Background: an optimization exercise with open tools, aiming at small area, a short achievable clock period and few clock cycles per item. Do not read the settings as production practice.
The RTL was checked by simulation tests, not by an equivalence proof against the original design.

== run A ==
// mul_div_unit
module mul_div_unit (
   input  logic        clk,
   input  logic        reset,
   input  logic        req_valid,
   input  logic        req_op,
   input  logic        req_in_1_signed,
   input  logic        req_in_2_signed,
   input  logic        req_out_sel,
   input  logic [31:0] req_in_1,
   input  logic [31:0] req_in_2,
   output logic        req_ready,
   output logic        resp_valid,
   output logic [31:0] resp_result
);
Size: ~1,300 cells after synthesis, roughly 120 flip-flops, about 11,000 um2 of cells after synthesis.
==> flow/config.mk <==
export PLATFORM = sky130hd
export DESIGN_NAME = mul_div_unit
export DESIGN_NICKNAME = mul_div_unit
export VERILOG_FILES = /design/flow/design.v
export SDC_FILE = /design/flow/constraint.sdc
export NUM_CORES = 4
export LEC_CHECK = 0
export CAP_MARGIN = 20
export CORE_MARGIN = 2
export CORE_UTILIZATION = 40
export CTS_BUF_LIST = sky130_fd_sc_hd__clkbuf_8
export GPL_TIMING_DRIVEN = 1
export SETUP_SLACK_MARGIN = 3.0
export SLEW_MARGIN = 20
export TNS_END_PERCENT = 0
==> flow/constraint.sdc <==
create_clock -name core_clock -period 6.5 [get_ports {clk}]
set_input_delay 1.3000 -clock core_clock [delete_from_list [all_inputs] [get_ports {clk}]]
set_output_delay 1.3000 -clock core_clock [all_outputs]
set_load 0.01 [all_outputs]
standard.sh (not shown) runs the stock make flow with config.mk's settings and CLKGATE_MAP_FILE= SYNTH_SCRIPT=/design/flow/synth_recipe.tcl, a recipe that flattens the netlist after the stock synthesis.
==> flow/flow/run.sh <==
#!/bin/bash
# The standard layout (the standard.sh: ORFS synthesis to final layout), with the
# input and output port buffers made from sky130_fd_sc_hd__buf_1 instead of the cell
# buffer_ports picks on its own. Everything else is the standard flow unchanged.
set -euo pipefail
export BUFFER_PORTS_ARGS="-buffer_cell sky130_fd_sc_hd__buf_1"
bash standard.sh > standard_flow.log 2>&1
Testbench counts of run A, summed over its fixed seeds: cycles 31,433, items 2,400.
Modified inputs, run B compared to run A
- clearing GPL_TIMING_DRIVEN, which used to be 1
- putting PLACE_DENSITY at 0.45 where nothing was set
Notes after the runs:
Setup slack: run B more than run A. Per the final summary, run B finished and its layout is clean on timing, DRC and antenna. Re iteration-0 DRC count of the detailed router: run B and run A aren't equal, and the lower value belongs to run B. Share of final layout cell area taken by clock buffers and inverters of run A is on par with run B. Run B contains fewer vias than run A. Row portion of the clock cycle consumed by the worst path in the final layout: run B lower / run A higher. Run B and run A ended up with roughly the same die area.
Changes in run C relative to run B:
- PLACE_DENSITY: 0.45 -> 0.75
- CORE_UTILIZATION: 40 -> 55
### Flow results
- Destination of the critical timing path: ys1_q -> run C, acc_q[15] -> run B
- Of run B and run C, the higher number of non-filler instances in the completed layout belongs to run B.
- Run B → run C: die area fell by 27%, core region area moved down.
- In terms of fraction of area in multi-input gates, run B and run C differ only marginally.
- Run C ends up with higher measured slew at the worst slew-check pin than run B does.
Input changes introduced in run D (baseline for comparison: run C):
- PLACE_DENSITY removed (was 0.75)
- CORE_UTILIZATION changed from 55 to 50
==> comparison <==
- Run D against run C: number of synthesized register bits held; number of gates resized after CTS higher; multi-input logic area now sits higher.
- Changes observed in run D relative to run C: placed cell count rose 1.2%.

tundra:
The RTL this note starts from:
==> flow/design.v <==
`default_nettype none
module mul_div_unit (
   input  logic        clk,
   input  logic        reset,
   input  logic        req_valid,
   input  logic        req_op,
   input  logic        req_in_1_signed,
   input  logic        req_in_2_signed,
   input  logic        req_out_sel,
   input  logic [31:0] req_in_1,
   input  logic [31:0] req_in_2,
   output logic        req_ready,
   output logic        resp_valid,
   output logic [31:0] resp_result
);
   localparam logic [1:0] PH_STEP = 2'd0;
   localparam logic [1:0] PH_F1   = 2'd1;
   localparam logic [1:0] PH_F2   = 2'd2;
   localparam logic [1:0] PH_F3   = 2'd3;
   logic        busy_q;
   logic [1:0]  ph_q;
   logic [4:0]  cnt_q;
   logic        op_q;       
   logic        sel_q;      
   logic        fa_q;       
   logic        bx_q;       
   logic        nr_q;       
   logic        lead_q;     
   logic        ys1_q, ys2_q, yneg_q, cin_q;
   logic        zs1_q, zs2_q, zneg_q;        
   logic [33:0] acc_q;
   logic [31:0] lo_q;
   logic [31:0] b_q;
   logic        ys1_d, ys2_d, yneg_d, cin_d;
   logic        zs1_d, zs2_d, zneg_d;
   logic [33:0] acc_d;
   logic [31:0] lo_d;
   logic [31:0] b_d;
   logic [1:0]  ph_d;
   logic        done;
   logic        acc_force;
   logic [4:0]  cnt_d;
   logic        lead_d;
   logic        skip;
   function automatic logic [2:0] booth(input logic [2:0] w);
      booth[0] = w[1] ^ w[0];                        
      booth[1] = (w[2] ^ w[1]) & ~(w[1] ^ w[0]);     
      booth[2] = w[2] & ~(w[1] & w[0]);              
   endfunction
   logic [34:0] bext, ymag, zmag, y, z;
   logic [36:0] x, y37, z37, cs_s, cs_c, s;
   logic        q;
   assign bext = {{3{bx_q}}, b_q};
   assign ymag = ({35{ys1_q}} & bext) | ({35{ys2_q}} & {bext[33:0], 1'b0});
   assign zmag = ({35{zs1_q}} & bext) | ({35{zs2_q}} & {bext[33:0], 1'b0});
   assign y    = ymag ^ {35{yneg_q}};
   assign z    = zmag ^ {35{zneg_q}};
   assign x    = {{3{acc_q[33]}}, acc_q};
   assign y37  = {{2{y[34]}}, y};
   assign z37  = {z, zneg_q, cin_q};
   assign cs_s = x ^ y37 ^ z37;
   assign cs_c = {(x[35:0] & y37[35:0]) | (x[35:0] & z37[35:0]) | (y37[35:0] & z37[35:0]), zneg_q};
   assign s    = cs_s + cs_c + {36'd0, zneg_q};
   assign q    = (s[34] == fa_q);
   logic       step, last, in_a_neg, in_b_neg;
   logic [2:0] bd_in, bd_lo, bd_in2, bd_lo2;
   assign step     = (ph_q == PH_STEP);
   assign last     = step & (cnt_q == 5'd0);
   assign in_a_neg = req_in_1_signed & req_in_1[31];
   assign in_b_neg = req_in_1_signed & req_in_2[31];
   assign bd_in    = booth({req_in_1[1:0], 1'b0});
   assign bd_in2   = booth(req_in_1[3:1]);
   assign bd_lo    = booth(lo_q[5:3]);
   assign bd_lo2   = booth(lo_q[7:5]);
   logic zero_acc;
   assign zero_acc = (acc_q == 34'd0);
   logic [31:0] dlen;       
   logic [33:0] vmag;
   always_comb begin
      dlen[31] = b_q[31] ^ bx_q;
      for (int j = 30; j >= 0; j--) dlen[j] = dlen[j+1] | (b_q[j] ^ bx_q);
   end
   assign vmag = acc_q ^ {34{fa_q}};
   assign skip = lead_q & (cnt_q[4:2] != 3'd0) & dlen[3] & (vmag[33:28] == 6'd0) &
                 ((vmag[27:0] & ~dlen[31:4]) == 28'd0);
   always_comb begin
      ph_d      = ph_q;
      cnt_d     = cnt_q - 5'd1;
      lead_d    = 1'b0;
      done      = 1'b0;
      ys1_d     = 1'b0;
      ys2_d     = 1'b0;
      yneg_d    = 1'b0;
      cin_d     = 1'b0;
      zs1_d     = 1'b0;
      zs2_d     = 1'b0;
      zneg_d    = 1'b0;
      acc_force = 1'b0;
      b_d       = b_q;
      acc_d     = s[33:0];
      lo_d      = s[31:0];
      case (ph_q)
         PH_STEP: begin
            if (!op_q) begin
               acc_d = {s[36], s[36:4]};
               lo_d  = {s[3:0], lo_q[31:4]};
               {yneg_d, ys2_d, ys1_d} = bd_lo;
               cin_d = bd_lo[2];
               {zneg_d, zs2_d, zs1_d} = bd_lo2;
            end else if (skip) begin
               acc_d     = {acc_q[29:0], lo_q[30:27]};
               lo_d      = {lo_q[27:0], 4'd0};
               cnt_d     = cnt_q - 5'd4;
               lead_d    = 1'b1;
               ys1_d     = 1'b1;
               yneg_d    = (fa_q == bx_q);
               cin_d     = (fa_q == bx_q);
            end else begin
               acc_d  = {s[32:0], lo_q[30]};
               lo_d   = {lo_q[30:0], q};
               ys1_d  = 1'b1;
               yneg_d = (s[34] == bx_q);
               cin_d  = (s[34] == bx_q);
            end
            if (last) begin
               ys2_d  = 1'b0;
               zs1_d  = 1'b0;
               zs2_d  = 1'b0;
               zneg_d = 1'b0;
               ph_d   = PH_F1;
               if (!op_q) begin
                  ys1_d  = fa_q;
                  yneg_d = 1'b0;
                  cin_d  = 1'b0;
                  done   = ~sel_q;
               end else begin
                  acc_d  = s[33:0];
                  ys1_d  = s[34];
                  yneg_d = s[34] & bx_q;
                  cin_d  = s[34] & bx_q;
                  done   = ~sel_q & ~fa_q & ~nr_q;
               end
            end
         end
         PH_F1: begin
            if (!op_q) begin
               done = 1'b1;
            end else if (sel_q) begin
               done = ~fa_q;
               ph_d = PH_F2;
            end else begin
               b_d = lo_q;
               if (fa_q) begin
                  ph_d = PH_F2;
               end else begin
                  ph_d      = PH_F3;
                  acc_force = 1'b1;
                  ys1_d     = 1'b1;
                  yneg_d    = nr_q;
                  cin_d     = nr_q;
               end
            end
         end
         PH_F2: begin
            ph_d = PH_F3;
            if (sel_q) begin
               ys1_d  = ~zero_acc;
               yneg_d = ~zero_acc & ~bx_q;
               cin_d  = ~zero_acc & ~bx_q;
            end else begin
               acc_force = 1'b1;
               ys1_d     = 1'b1;
               yneg_d    = nr_q;
               cin_d     = nr_q ^ zero_acc;
            end
         end
         default: begin
            done = 1'b1;
         end
      endcase
   end
   always_ff @(posedge clk) begin
      if (reset) begin
         busy_q     <= 1'b0;
         resp_valid <= 1'b0;
      end else if (!busy_q) begin
         busy_q     <= req_valid;
         resp_valid <= 1'b0;
      end else begin
         busy_q     <= ~done;
         resp_valid <= done;
      end
   end
   always_ff @(posedge clk) begin
      if (!busy_q) begin
         ph_q   <= PH_STEP;
         cnt_q  <= req_op ? 5'd31 : 5'd7;
         op_q   <= req_op;
         sel_q  <= req_out_sel;
         fa_q   <= req_op ? in_a_neg : (~req_in_1_signed & req_in_1[31]);
         bx_q   <= (req_op ? req_in_1_signed : req_in_2_signed) & req_in_2[31];
         nr_q   <= (in_a_neg ^ in_b_neg) & (req_in_2 != 32'd0);
         lead_q <= req_op & (req_in_2 != 32'd0);
         if (req_op) begin
            ys1_q  <= 1'b1;
            ys2_q  <= 1'b0;
            yneg_q <= ~(in_a_neg ^ in_b_neg);
            cin_q  <= ~(in_a_neg ^ in_b_neg);
            {zneg_q, zs2_q, zs1_q} <= 3'b000;
         end else begin
            {yneg_q, ys2_q, ys1_q} <= bd_in;
            cin_q  <= bd_in[2];
            {zneg_q, zs2_q, zs1_q} <= bd_in2;
         end
         acc_q  <= {{33{req_op & in_a_neg}}, req_op & req_in_1[31]};
         lo_q   <= req_in_1;
         b_q    <= req_in_2;
      end else begin
         ph_q   <= ph_d;
         cnt_q  <= cnt_d;
         lead_q <= lead_d;
         ys1_q  <= ys1_d;
         ys2_q  <= ys2_d;
         yneg_q <= yneg_d;
         cin_q  <= cin_d;
         zs1_q  <= zs1_d;
         zs2_q  <= zs2_d;
         zneg_q <= zneg_d;
         acc_q  <= acc_force ? 34'd0 : acc_d;
         lo_q   <= lo_d;
         b_q    <= b_d;
      end
   end
   assign req_ready   = ~busy_q;
   assign resp_result = lo_q;
endmodule
`default_nettype wire
export LEC_CHECK = 0
export CAP_MARGIN = 20
export CORE_MARGIN = 2
export CORE_UTILIZATION = 40
export CTS_BUF_LIST = sky130_fd_sc_hd__clkbuf_8
export SETUP_SLACK_MARGIN = 3.0
export SLEW_MARGIN = 20
export TNS_END_PERCENT = 0
create_clock -name core_clock -period 6.5 [get_ports {clk}]
run.sh (not shown) runs the stock make flow with config.mk's settings and CLKGATE_MAP_FILE= SYNTH_SCRIPT=/design/flow/synth_recipe.tcl, a recipe that flattens the netlist after the stock synthesis.
Stock flow here: none of the scripts above is used.
Testbench counts of tundra, summed over its fixed seeds: cycles 32,397, items 2,400.
The following lists how yarrow was set up differently from tundra:
==> flow/flow/run.sh (new file) <==
#!/bin/bash
# The standard layout (the standard.sh: ORFS synthesis to final layout), with the
# input and output port buffers made from sky130_fd_sc_hd__buf_1 instead of the cell
# buffer_ports picks on its own. Everything else is the standard flow unchanged.
set -euo pipefail
export BUFFER_PORTS_ARGS="-buffer_cell sky130_fd_sc_hd__buf_1"
bash standard.sh > standard_flow.log 2>&1
==> flow/standard.sh (new file) <==
#!/bin/bash
# synth_recipe.tcl (not shown) runs the flow's synth.tcl, then flattens the netlist and writes it again
# the make line also repeats each setting of config.mk as NAME=value (left out here)
make -C /OpenROAD-flow-scripts/flow DESIGN_CONFIG=/design/flow/config.mk WORK_HOME=/design/flow/orfs CLKGATE_MAP_FILE= SYNTH_SCRIPT=/design/flow/synth_recipe.tcl "${@:-finish}"
removed: flow/run.sh
Notes after the runs:
Summary of the comparison: fraction of standard cell area that is sequential is higher in yarrow, relative to tundra.
Looking at global-route wire length before repair, yarrow sits below tundra.
Min core utilization across yarrow and tundra: yarrow
Comparing placer congestion estimate for yarrow and tundra, the smaller number came from tundra.
Compared to tundra, yarrow has global routing met3 resource utilization 0.86 points lower.
Modified inputs, zinc compared to yarrow
Settings: putting ABC_AREA at 1 where nothing was set; clearing TNS_END_PERCENT, which used to be 0.
==> flow/run.sh (new file) <==
#!/bin/bash
# synth_recipe.tcl (not shown) runs the flow's synth.tcl, then flattens the netlist and writes it again
# the make line also repeats each setting of config.mk as NAME=value (left out here)
make -C /OpenROAD-flow-scripts/flow DESIGN_CONFIG=/design/flow/config.mk WORK_HOME=/design/flow/orfs CLKGATE_MAP_FILE= SYNTH_SCRIPT=/design/flow/synth_recipe.tcl finish
removed: flow/flow/run.sh
removed: flow/standard.sh
Findings:
- In zinc the clock-buffer cell count turned out 1 higher than in yarrow.
- The wire length of the first global-routing pass in zinc is 1.4 times that in yarrow.
- Hold slack came out lower on zinc than on yarrow.
- Comparing yarrow and zinc, number of diodes is higher on zinc.
- Compared with yarrow, zinc shows a fmax that is 10% higher.
- zinc vs yarrow, combinational family with the most area after synthesis: simple AND/OR/NAND/NOR gates vs compound AO/OA/AOI/OAI gates
diff inputs: zinc => amber
==> flow/flow/run.sh (new file) <==
#!/bin/bash
# The standard layout (the standard.sh: ORFS synthesis to final layout), with the
# input and output port buffers made from sky130_fd_sc_hd__buf_1 instead of the cell
# buffer_ports picks on its own. Everything else is the standard flow unchanged.
set -euo pipefail
export BUFFER_PORTS_ARGS="-buffer_cell sky130_fd_sc_hd__buf_1"
bash standard.sh > standard_flow.log 2>&1
==> flow/standard.sh (new file) <==
#!/bin/bash
# synth_recipe.tcl (not shown) runs the flow's synth.tcl, then flattens the netlist and writes it again
# the make line also repeats each setting of config.mk as NAME=value (left out here)
make -C /OpenROAD-flow-scripts/flow DESIGN_CONFIG=/design/flow/config.mk WORK_HOME=/design/flow/orfs CLKGATE_MAP_FILE= SYNTH_SCRIPT=/design/flow/synth_recipe.tcl "${@:-finish}"
removed: flow/run.sh
The non-clock buffer count number comes out higher for amber vs zinc.
Design area was higher in the run labelled amber.
Summary of amber over zinc: non-clock inverter instance count of the final layout went down 0.83%; hold slack +0.0058 ns; signed area change from the synthesized netlist to the final layout now larger.
yneg_q as the capturing element of the worst setup path was reported by amber, and acc_q[26] by zinc.
Compared to zinc, amber has final non-filler cell total 41 higher.

## port drivers added, routing unchanged
How much do the figures lean on ideal ports? The routed layouts below were timed once more, with nothing changed but the port constraints. Step 1: set_driving_cell puts a clkbuf_16 on clk and a buf_2 on each other input, an assumption about the parent block. Step 2 adds t to the input delays and takes it off the output delays; t is the mean of the earliest and latest rising clock arrival at the registers after step 1. Input paths then give back, and output paths get back, about the clock's delay inside the block. Slacks: ideal / step 1 / step 2; pairs: ideal / step 1.
| run | t, ns | setup WS [ns] | hold WS [ns] | worst register clock-pin slew, ns |
|---|---|---|---|---|
| run A | 0.486 | 2.415 / 2.415 / 2.415 | 0.400 / 0.400 / 0.400 | 0.08 / 0.08 |
| run B | 0.499 | 2.497 / 2.497 / 2.497 | 0.412 / 0.412 / 0.412 | 0.09 / 0.09 |
| run C | 0.479 | 2.357 / 2.357 / 2.357 | 0.414 / 0.414 / 0.414 | 0.09 / 0.09 |
| run D | 0.489 | 2.590 / 2.590 / 2.590 | 0.409 / 0.409 / 0.409 | 0.08 / 0.08 |
| tundra | 0.498 | 2.317 / 2.317 / 2.317 | 0.588 / 0.588 / 0.588 | 0.08 / 0.08 |
| yarrow | 0.495 | 2.233 / 2.233 / 2.233 | 0.587 / 0.587 / 0.587 | 0.09 / 0.09 |
| zinc | 0.517 | 2.626 / 2.626 / 2.626 | 0.490 / 0.490 / 0.490 | 0.09 / 0.09 |
| amber | 0.519 | 2.431 / 2.431 / 2.431 | 0.496 / 0.496 / 0.496 | 0.09 / 0.09 |
After both steps setup and hold are still met in every run listed.
